This is an optimization exercise on Yosys and OpenROAD, whose aim is small area and a short achievable clock period, not a production implementation. The RTL was checked by simulation tests, not by an equivalence proof against the original design.

## sort_buffer
module sort_buffer (
	input  logic                 clk,
	input  logic                 rst_n,
	input  sort_pkg::sort_word_t data_in,
	input  logic                 valid_in,
	input  logic                 ready,
	output sort_pkg::sort_word_t data_out,
	output logic                 valid_out,
	output logic                 full
);
For scale: roughly 910 cells after synthesis, about 260 flip-flops, roughly 12000 um^2 of cells after synthesis.
==> flow/config.mk <==
export PLATFORM = sky130hd
export DESIGN_NAME = sort_buffer
export DESIGN_NICKNAME = sort_buffer
export VERILOG_FILES = /design/flow/design.v
export SDC_FILE = /design/flow/constraint.sdc
export NUM_CORES = 8
export LEC_CHECK = 0
export CAP_MARGIN = 20
export CORE_MARGIN = 2
export CORE_UTILIZATION = 60
export SETUP_SLACK_MARGIN = 0.6
export SLEW_MARGIN = 20
export SYNTH_HIERARCHICAL = 1
==> flow/constraint.sdc <==
create_clock -name core_clock -period 12.0 [get_ports {clk}]
set_input_delay 2.4000 -clock core_clock [delete_from_list [all_inputs] [get_ports {clk}]]
set_output_delay 2.4000 -clock core_clock [all_outputs]
set_load 0.01 [all_outputs]
standard.sh (not shown) runs the stock make flow with config.mk's settings and CLKGATE_MAP_FILE= SYNTH_SCRIPT=/design/flow/synth_recipe.tcl, a recipe that flattens the netlist after the stock synthesis.
==> flow/flow/run.sh <==
#!/bin/bash
# The standard layout (standard.sh) with these changes:
#  - synthesis is the standard flow's script, with abc run from flow/abc.script (here a
#    copy of ORFS's abc_speed.script) through flow/synth.tcl;
#  - the port buffers are buf_2 cells (buffer_ports otherwise picks a slow
#    clock delay cell);
#  - the timing repair aims for a larger setup margin, and its total
#    negative slack pass covers the worst 10% of endpoints;
#  - abc sizes its cells for a 2 fF load (ABC_LOAD_IN_FF) instead of 5;
#  - clock tree synthesis clusters up to 30 sinks per clkbuf_16 and adds no
#    dummy loads.
set -euo pipefail
here=$(pwd)
export FLOW_ABC_SCRIPT=$here/flow/abc.script
bash standard.sh \
	SYNTH_SCRIPT=$here/flow/synth.tcl \
	"BUFFER_PORTS_ARGS=-buffer_cell sky130_fd_sc_hd__buf_2" \
	SETUP_SLACK_MARGIN=8 \
	TNS_END_PERCENT=10 \
	ABC_LOAD_IN_FF=2 \
	"CTS_ARGS=-sink_clustering_enable -repair_clock_nets -sink_clustering_size 30 -sink_clustering_max_diameter 100 -buf_list sky130_fd_sc_hd__clkbuf_16 -dont_use_dummy_load" \
	finish > standard_flow.log 2>&1
==> flow/flow/abc.script <==
&get -n
&st
&dch
&nf
&st
&syn2
&if -g -K 6
&synch2
&nf
&st
&syn2
&if -g -K 6
&synch2
&nf
&st
&syn2
&if -g -K 6
&synch2
&nf
&st
&syn2
&if -g -K 6
&synch2
&nf
&st
&syn2
&if -g -K 6
&synch2
&nf
&put
buffer -c
topo
stime -c
upsize -c
dnsize -c
==> flow/flow/synth.tcl <==
# The standard synthesis script (synth_recipe.tcl), with one change: the
# combinational mapping runs abc with the script in flow/abc.script instead
# of ORFS's abc_speed.script. Registers are mapped before abc, as in the
# standard synthesis, so they keep their cells and names.
proc synth {args} { yosys synth -nofsm -noshare {*}$args }
proc abc {args} {
  set i [lsearch $args -script]
  if {$i >= 0} { lset args [expr {$i + 1}] $::env(FLOW_ABC_SCRIPT) }
  yosys abc {*}$args
}
source $::env(SCRIPTS_DIR)/synth.tcl
# left out here: clear keep_hierarchy, flatten, clean up, hide names made inside functions, write 1_2_yosys.v
The first run completed without violations.
Rerun with:
--- a/flow/flow/run.sh
+++ b/flow/flow/run.sh
@@ -8,3 +8,2 @@
 #    negative slack pass covers the worst 10% of endpoints;
-#  - abc sizes its cells for a 2 fF load (ABC_LOAD_IN_FF) instead of 5;
 #  - clock tree synthesis clusters up to 30 sinks per clkbuf_16 and adds no
@@ -19,3 +18,2 @@
 	TNS_END_PERCENT=10 \
-	ABC_LOAD_IN_FF=2 \
 	"CTS_ARGS=-sink_clustering_enable -repair_clock_nets -sink_clustering_size 30 -sink_clustering_max_diameter 100 -buf_list sky130_fd_sc_hd__clkbuf_16 -dont_use_dummy_load" \
Result: The new run ran to the end with no violations; maximum frequency hardly moves; non-clock buffer count came out higher by 16; critical path depth came out higher by 1; final cell count came out higher by about 1.7%; cell area came out higher by about 4%.

-- afterwards: timing with drivers on the ports --
No port has a modelled driver above. Below, the same layouts with a new extraction and two added sets of constraints.
Step 1 (the two cells are an assumption about what drives the block):
set clk [get_ports {clk}]
set_driving_cell -lib_cell sky130_fd_sc_hd__clkbuf_16 $clk
set_driving_cell -lib_cell sky130_fd_sc_hd__buf_2 [delete_from_list [all_inputs] $clk]
Step 2 also shifts input and output timing later by t, the mid clock arrival at the registers, as if the neighbouring blocks saw the same clock.
Slacks: ideal ports / drivers / drivers and shift; pairs: ideal ports / drivers.
| run | shift t [ns] | setup WS [ns] | hold slack, ns | worst setup path after step 2 | cell pins on the clock port's net |
|---|---|---|---|---|---|
| the first run | 0.523 | 7.981 / 7.960 / 7.437 | 0.560 / 0.560 / 0.560 | input to register | 1 |
| the second run | 0.526 | 7.989 / 7.929 / 7.403 | 0.583 / 0.583 / 0.583 | input to register | 1 |
After both steps setup and hold are still met in every run listed. For the second run, which loses most, drivers alone change the setup slack by -0.060 ns; drivers and shift together by -0.586 ns.
